Context: an optimization exercise on an open-source flow, tuned for small area, a short achievable clock period and few clock cycles per item. The choices shown serve that exercise and are no tape-out recipe. Function was checked by simulation only, so behaviour that the tests miss may differ from the original.

## run.sh

```bash
#!/bin/bash
# synth_recipe.tcl (not shown) runs the flow's synth.tcl, then flattens the netlist and writes it again
# the make line also repeats each setting of config.mk as NAME=value (left out here)
make -C /OpenROAD-flow-scripts/flow DESIGN_CONFIG=/design/flow/config.mk WORK_HOME=/design/flow/orfs CLKGATE_MAP_FILE= SYNTH_SCRIPT=/design/flow/synth_recipe.tcl finish
```

## design.v

```verilog
package aes_enc_pkg;
   localparam int NR       = 10;
   localparam int RCYC     = 6;
   localparam int LOAD_CYC = 4;
   localparam int OUT_CYC  = 4;
   typedef enum logic [2:0] {
      S_IDLE,
      S_SETUP,
      S_LOAD,
      S_ROUND,
      S_FINAL,
      S_OUT
   } state_t;
endpackage
module aes_sbox
(
   input  logic [7:0] i_byte,
   output logic [7:0] o_byte
);
   function automatic logic [7:0] xtime(input logic [7:0] b);
      xtime = {b[6:0], 1'b0} ^ (b[7] ? 8'h1b : 8'h00);
   endfunction
   function automatic logic [7:0] gf_mul(input logic [7:0] a, input logic [7:0] b);
      logic [7:0] p;
      logic [7:0] t;
      p = 8'h00;
      t = a;
      for (int i = 0; i < 8; i++) begin
         if (b[i]) p = p ^ t;
         t = xtime(t);
      end
      gf_mul = p;
   endfunction
   function automatic logic [7:0] gf_inv(input logic [7:0] x);
      logic [7:0] sq;
      logic [7:0] acc;
      sq  = gf_mul(x, x);
      acc = sq;
      for (int k = 2; k < 8; k++) begin
         sq  = gf_mul(sq, sq);
         acc = gf_mul(acc, sq);
      end
      gf_inv = acc;
   endfunction
   logic [7:0] w_inv;
   assign w_inv  = gf_inv(i_byte);
   assign o_byte = w_inv ^ {w_inv[6:0], w_inv[7]} ^ {w_inv[5:0], w_inv[7:6]}
                 ^ {w_inv[4:0], w_inv[7:5]} ^ {w_inv[3:0], w_inv[7:4]} ^ 8'h63;
endmodule
import aes_enc_pkg::*;
module aes_word_enc_core
(
   input  logic         clk,
   input  logic         reset,
   input  logic         start,
   input  logic         selEncDec,
   input  logic [127:0] key_in,
   input  logic [31:0]  data_in,
   output logic [31:0]  data_out,
   output logic [6:0]   signals
);
   function automatic logic [7:0] xtime(input logic [7:0] b);
      xtime = {b[6:0], 1'b0} ^ (b[7] ? 8'h1b : 8'h00);
   endfunction
   function automatic logic [31:0] mixcol(input logic [31:0] c);
      logic [7:0] a0, a1, a2, a3;
      {a0, a1, a2, a3} = c;
      mixcol = {xtime(a0) ^ xtime(a1) ^ a1 ^ a2 ^ a3,
              a0 ^ xtime(a1) ^ xtime(a2) ^ a2 ^ a3,
              a0 ^ a1 ^ xtime(a2) ^ xtime(a3) ^ a3,
              xtime(a0) ^ a0 ^ a1 ^ a2 ^ xtime(a3)};
   endfunction
   aes_enc_pkg::state_t r_state;
   aes_enc_pkg::state_t w_state_nxt;
   logic [2:0]   r_cnt;
   logic [3:0]   r_rnd;
   logic [127:0] r_key;
   logic [127:0] r_rk;
   logic [127:0] r_st;
   logic [127:0] r_nst;
   logic [7:0]   r_rcon;
   logic         r_kv;
   logic         r_done;
   logic         r_ov;
   logic [31:0]  r_dout;
   logic [1:0]   w_ci;
   logic [7:0]   w_sb_in  [4];
   logic [7:0]   w_sb_out [4];
   logic [31:0]  w_sub;
   logic [31:0]  w_col;
   logic [31:0]  w_tmp;
   logic [31:0]  w_k0, w_k1, w_k2, w_k3;
   always_ff @(posedge clk) begin
      if (reset) r_state <= S_IDLE;
      else       r_state <= w_state_nxt;
   end
   always_comb begin
      w_state_nxt = r_state;
      case (r_state)
         S_IDLE:  if (start && !selEncDec)          w_state_nxt = S_SETUP;
         S_SETUP: if (r_cnt == 3'd1)                w_state_nxt = S_LOAD;
         S_LOAD:  if (r_cnt == 3'(LOAD_CYC - 1))    w_state_nxt = S_ROUND;
         S_ROUND: if (r_cnt == 3'(RCYC - 1) && r_rnd == 4'(NR)) w_state_nxt = S_FINAL;
         S_FINAL:                                   w_state_nxt = S_OUT;
         S_OUT:   if (r_cnt == 3'(OUT_CYC - 1))     w_state_nxt = S_IDLE;
         default:                                   w_state_nxt = S_IDLE;
      endcase
   end
   assign w_ci = r_cnt[1:0];
   always_comb begin
      for (int r = 0; r < 4; r++) begin
         w_sb_in[r] = r_st[8 * (15 - 4 * ((int'(w_ci) + r) % 4) - r) +: 8];
      end
      if (r_cnt == 3'd4) begin
         w_sb_in[0] = r_rk[23:16];
         w_sb_in[1] = r_rk[15:8];
         w_sb_in[2] = r_rk[7:0];
         w_sb_in[3] = r_rk[31:24];
      end
   end
   for (genvar g = 0; g < 4; g++) begin : g_sbox
      aes_sbox u_sbox (
         .i_byte (w_sb_in[g]),
         .o_byte (w_sb_out[g])
      );
   end
   assign w_sub = {w_sb_out[0], w_sb_out[1], w_sb_out[2], w_sb_out[3]};
   assign w_col = (r_rnd == 4'(NR)) ? w_sub : mixcol(w_sub);
   assign w_tmp = w_sub ^ {r_rcon, 24'h000000};
   assign w_k0  = r_rk[127:96] ^ w_tmp;
   assign w_k1  = r_rk[95:64]  ^ w_k0;
   assign w_k2  = r_rk[63:32]  ^ w_k1;
   assign w_k3  = r_rk[31:0]   ^ w_k2;
   always_ff @(posedge clk) begin
      if (reset) begin
         r_cnt  <= '0;
         r_rnd  <= '0;
         r_key  <= '0;
         r_rk   <= '0;
         r_st   <= '0;
         r_nst  <= '0;
         r_rcon <= '0;
         r_kv   <= 1'b0;
         r_done <= 1'b0;
         r_ov   <= 1'b0;
         r_dout <= '0;
      end else begin
         if (w_state_nxt != r_state || (r_state == S_ROUND && r_cnt == 3'(RCYC - 1)))
            r_cnt <= '0;
         else if (r_state != S_IDLE)
            r_cnt <= r_cnt + 3'd1;
         case (r_state)
            S_IDLE: begin
               r_kv   <= 1'b0;
               r_done <= 1'b0;
               r_ov   <= 1'b0;
               r_rnd  <= '0;
               if (start && !selEncDec) r_key <= key_in;
            end
            S_SETUP: begin
               r_rk   <= r_key;
               r_rcon <= 8'h01;
               r_kv   <= 1'b1;
            end
            S_LOAD: begin
               r_st[32 * (3 - int'(w_ci)) +: 32] <= data_in ^ r_rk[32 * (3 - int'(w_ci)) +: 32];
               if (w_state_nxt == S_ROUND) r_rnd <= 4'd1;
            end
            S_ROUND: begin
               if (r_cnt < 3'd4) begin
                  r_nst[32 * (3 - int'(w_ci)) +: 32] <= w_col;
               end else if (r_cnt == 3'd4) begin
                  r_rk   <= {w_k0, w_k1, w_k2, w_k3};
                  r_rcon <= xtime(r_rcon);
               end else begin
                  r_st  <= r_nst ^ r_rk;
                  r_rnd <= (r_rnd == 4'(NR)) ? 4'd0 : r_rnd + 4'd1;
               end
            end
            S_FINAL: r_done <= 1'b1;
            S_OUT: begin
               r_ov   <= 1'b1;
               r_dout <= r_st[32 * (3 - int'(w_ci)) +: 32];
            end
            default: ;
         endcase
      end
   end
   assign data_out = r_dout;
   assign signals  = {r_ov, r_done, r_rnd, r_kv};
endmodule
module aes_blk_enc
(
   input  logic         clk,
   input  logic         reset,
   input  logic         start,
   input  logic [127:0] key_in,
   input  logic [31:0]  data_in,
   output logic [31:0]  data_out,
   output logic         out_valid
);
   logic [6:0] w_signals;
   aes_word_enc_core u_core (
      .clk       (clk),
      .reset     (reset),
      .start     (start),
      .selEncDec (1'b0),
      .key_in    (key_in),
      .data_in   (data_in),
      .data_out  (data_out),
      .signals   (w_signals)
   );
   assign out_valid = w_signals[6];
endmodule
```

## constraint.sdc

```tcl
create_clock -name core_clock -period 25.0 [get_ports {clk}]
set_input_delay 5.0000 -clock core_clock [delete_from_list [all_inputs] [get_ports {clk}]]
set_output_delay 5.0000 -clock core_clock [all_outputs]
set_load 0.01 [all_outputs]
```

## config.mk

```make
export PLATFORM = sky130hd
export DESIGN_NAME = aes_blk_enc
export DESIGN_NICKNAME = aes_blk_enc
export VERILOG_FILES = /design/flow/design.v
export SDC_FILE = /design/flow/constraint.sdc
export NUM_CORES = 4
export LEC_CHECK = 0
export CAP_MARGIN = 20
export CORE_MARGIN = 2
export CORE_UTILIZATION = 30
export SLEW_MARGIN = 20
```

==> flow_summary_export.csv <==
group,metric,value,unit
layout,fillerInstances,30700,
floorplan,initial_utilization,0.301,
routing,detailedRoute.firstPassIterationCount,6,
layout,area.sequential,11300,µm²
routing,avgViaCountPerCell,5.46,
sta,report.final.hold_viol_count,0,
sta,rsz0062_at_grt,"no",
synth,number_of_flops_mapped_to_enable_cells_by_yosys,0,
clock_tree,post_cts_buffers,0,
synth,syn_area,87600,µm²
clock_tree,tritoncts.num_buffers,68,
synth,ys_warn_count,5,
synth,seq_area_frac_synth,0.129,
setup_path,worst_setup_path_end_kind,"flip-flop",
setup_path,worst-setup-path-type,"flip-flop to flip-flop",
setup_path,worst-r2r-setup-slack,1.74,ns
setup_path,worst_r2r_path_depth,63,
sta,max_slew_margin,0.253,
setup_path,critical_path.endpoint,"u_core.r_rk[17]",
clock_tree,cts-root-buf,"sky130_fd_sc_hd__clkbuf_16",
sta,finalMaxSlewViolations,0,
global_routing,antenna_found_initial,24,
layout,final_net_count,11500,
floorplan,dieArea,296000,µm²
floorplan,std_cell_rows,198,
job,maxCapViolCount,0,
synth,netlist.area_leader.share,0.188,
routing,antenna_left,0,
place,numPlacedInstances,15200,
clock_tree,clock_sink_count,563,
synth,synth-seq-cells,563,
global_routing,global_route.overflow_total,0,
place,gp_congestion,0.949,
floorplan,design.portCount,196,
global_routing,vias_in_the_first_global_route,76000,
sta,finalSetupViolations,0,
synth,syn-mean-instance-area,7.57,µm²
sta,finalCriticalPeriod,23.26,ns
place,hpwlAfterDp,227000,µm
setup_path,setup.worst_path.start,"u_core.r_cnt[1]",
worst_hold_path,worstHoldStart,"u_core.r_key[5]",
setup_path,reg_to_reg_start,"u_core.r_cnt[1]",
worst_hold_path,hold_class,"flip-flop to flip-flop",
routing,routed_wl,314000,µm
routing,vias,83600,
synth,yosys.area.top_type,"sky130_fd_sc_hd__xnor2_1",
setup_path,worstReg2RegEnd,"u_core.r_rk[17]",
routing,detail_route.wl_per_cell,20.5,µm
setup_path,critical-path-slowest-cell,"sky130_fd_sc_hd__xnor2_2",
layout,layout_cell_share_with_drive_strength_beyond_1,0.0898,
clock_tree,clk_path_buf_depth,3,
setup_path,worstPathMaxFanout,30,
clock_tree,cts_tree,"done",
sta,min_period_over_period,0.930,
sta,finClkSkew,0.0287,ns
place,postPlaceCellArea,94100,µm²
global_routing,largest_net_degree_at_the_start_of_global_routing,181,
sta,fin_tns_setup,0,ns
layout,multiInputGateArea,72300,µm²
place,port_buffers,195,
synth,synth_nets,11800,
global_routing,grtUsageTotal,0.202,
layout,design_area,96400,µm²
clock_tree,holdBufCountCts,0,
floorplan,die_height,544,µm
sta,worst_slew_pin_slew,1.11,ns
floorplan,chipWidth,544,µm
routing,drc,0,
layout,final_cells,15300,
global_routing,first_pass_grt_wire_length,476000,µm
setup_path,critical_path.startpoint_type,"flip-flop",
synth,post_synthesis_cells,11600,
synth,post_synth_most_frequent_cells,"sky130_fd_sc_hd__xnor2_1, sky130_fd_sc_hd__nand2_1, sky130_fd_sc_hd__nor2_1",
clock_tree,ctsHtreeMaxLevel,3,
routing,drtIter0Drc,9057,
synth,synth_cell_type_count,129,
status,status,"complete, no violations",
synth,synth.most_common_cell,"sky130_fd_sc_hd__xnor2_1",
setup_path,max_stage_delay,0.79,ns
clock_tree,clk_pin_slew,0.06,ns
layout,fin_util,0.332,
layout,area_growth,10.1,%
setup_path,crit_top_cell,"sky130_fd_sc_hd__xnor2_1",
sta,fin_ws,1.74,ns
sta,max_freq,43.0,MHz
clock_tree,post_cts_resize_count,0,
synth,synth.area.top_cells,"sky130_fd_sc_hd__xnor2_1, sky130_fd_sc_hd__dfxtp_1, sky130_fd_sc_hd__xor2_1",
setup_path,data_arrival_time_at_the_worst_slack_endpoint,23.75,ns
synth,synthArstFlopShare,0,
synth,synth_ff_type,"sky130_fd_sc_hd__dfxtp_1",
place,post_placement_worst_setup_slack,2.17,ns
floorplan,core_area,291000,µm²
setup_path,worst-endpoint-required,25.49,ns
clock_tree,clock_insertion_delay_worst_skew,0.64,ns
[worst max-delay path, delay by kind of cell (launching register included)]
kind	cells	cell delay [ns]
xor gates and xnor gates	29	11.30
adders and majority gates	5	3.04
buffers and inverters	7	2.93
and+or+nand+nor	13	2.52
AOI/OAI and AO/OA	7	1.64
muxes	2	0.91
DFF	1	0.64
[metrics by stage]
| stage | hold slack, ns |
|---|---|
| 2_1_floorplan | 0.433 |
| 3_3_place_gp | 0.443 |
| 3_5_place_dp | 0.445 |
| 4_1_cts | 0.453 |
| 5_1_grt | 0.470 |
| 6_report | 0.452 |
[cell families (layout without fill, tap and decap cells)]
| logic type | Yosys count | count (layout) | share of synthesized area |
|---|---|---|---|
| AO/OA/AOI/OAI | 2699 | 2699 | 0.200 |
| XOR/XNOR | 3049 | 3049 | 0.368 |
| adder cells (fa/ha/maj) | 31 | 31 | 0.00443 |
| buffers and inverters | 1089 | 921 | 0.0515 |
| flip-flops | 563 | 563 | 0.129 |
| multiplexers | 432 | 432 | 0.0656 |
| other | 0 | 11 | 0 |
| AND/OR/NAND/NOR | 3709 | 3709 | 0.182 |
[final cells by class]
| type | count | share of cell area |
|---|---|---|
| flip-flops and latches | 563 | 0.117 |
| clock buffers | 98 | 0.0209 |
| clock inverters | 22 | 0.00296 |
| inverters | 253 | 0.00985 |
| well taps | 3900 | 0.0506 |
| repair buffers | 548 | 0.0481 |
| multi-input cells | 9920 | 0.750 |
| diodes | 11 | 0.000285 |
[placed cells by master (no fill, tap or decap), types with 55 or more instances in the layout]
| master | count |
|---|---|
| sky130_fd_sc_hd__inv_1 | 226 |
| sky130_fd_sc_hd__nand3_1 | 213 |
| sky130_fd_sc_hd__o21ai_0 | 450 |
| sky130_fd_sc_hd__a211oi_1 | 75 |
| sky130_fd_sc_hd__dfxtp_1 | 561 |
| sky130_fd_sc_hd__a22o_1 | 105 |
| sky130_fd_sc_hd__mux4_2 | 101 |
| sky130_fd_sc_hd__xor2_1 | 695 |
| sky130_fd_sc_hd__nand2_1 | 1418 |
| sky130_fd_sc_hd__a22oi_1 | 78 |
| sky130_fd_sc_hd__o221ai_1 | 157 |
| sky130_fd_sc_hd__xnor2_1 | 1843 |
| sky130_fd_sc_hd__clkbuf_16 | 71 |
| sky130_fd_sc_hd__a31oi_1 | 98 |
| sky130_fd_sc_hd__mux2i_1 | 267 |
| sky130_fd_sc_hd__clkdlybuf4s50_1 | 194 |
| sky130_fd_sc_hd__o22ai_1 | 124 |
| sky130_fd_sc_hd__or3_1 | 63 |
| sky130_fd_sc_hd__nor3_1 | 223 |
| sky130_fd_sc_hd__nand2b_1 | 58 |
| sky130_fd_sc_hd__a21oi_1 | 887 |
| sky130_fd_sc_hd__buf_4 | 349 |
| sky130_fd_sc_hd__and2_1 | 55 |
| sky130_fd_sc_hd__o21ai_1 | 59 |
| sky130_fd_sc_hd__o211ai_1 | 203 |
| sky130_fd_sc_hd__xnor2_2 | 160 |
| sky130_fd_sc_hd__xnor3_1 | 214 |
| sky130_fd_sc_hd__nor2_1 | 1363 |
[layer usage]
layer / wire length, µm / GRT usage / vias to the layer above
met3: 23400 / 0.0271 / 577
met2: 140000 / 0.317 / 3374
met5: 140 / 0 / -
li1: - / - / 39700
met1: 136000 / 0.275 / 40000
met4: 14600 / 0.0839 / 20
[flip-flops by register name, summed over array words and instances, names as in the netlist]
register        flops
u_core.r_nst      128
u_core.r_rk       128
u_core.r_key      128
u_core.r_state      3
u_core.r_st       128
u_core.r_rcon       8
u_core.r_ov         1
u_core.r_rnd        4
u_core.r_dout      32
u_core.r_cnt        3
[how the worst min path moves through the flow]
stage / end / cells after the start
2_1_floorplan: u_core.r_key[0] / 2
3_3_place_gp: u_core.r_dout[28] / 2
3_5_place_dp: u_core.r_key[5] / 2
4_1_cts: u_core.r_key[5] / 2
5_1_grt: u_core.r_key[126] / 2
6_report: u_core.r_key[5] / 2
Testbench counts, summed over its fixed seeds: cycles 69,120, blocks 960.

## static timing again, ports no longer ideal
The flow's constraints put no driver on any port. The routed layout listed below was extracted and timed again, unchanged, in two steps. Step 1, drivers: a clkbuf_16 drives clk and a buf_2 each remaining input, both assumed. Step 2 also shifts input and output timing later by t, the mid clock arrival at the registers, as if the neighbouring blocks saw the same clock. Three values: no drivers, after step 1, after step 2; two values: the first two.
t (ns): 0.693
setup slack, ns: 1.745 / 1.745 / 1.745
pins driven straight from the clock port: 1
After both steps setup and hold are still met in this run. For this run, drivers alone change the setup slack by 0.000 ns; drivers and shift together by 0.000 ns.
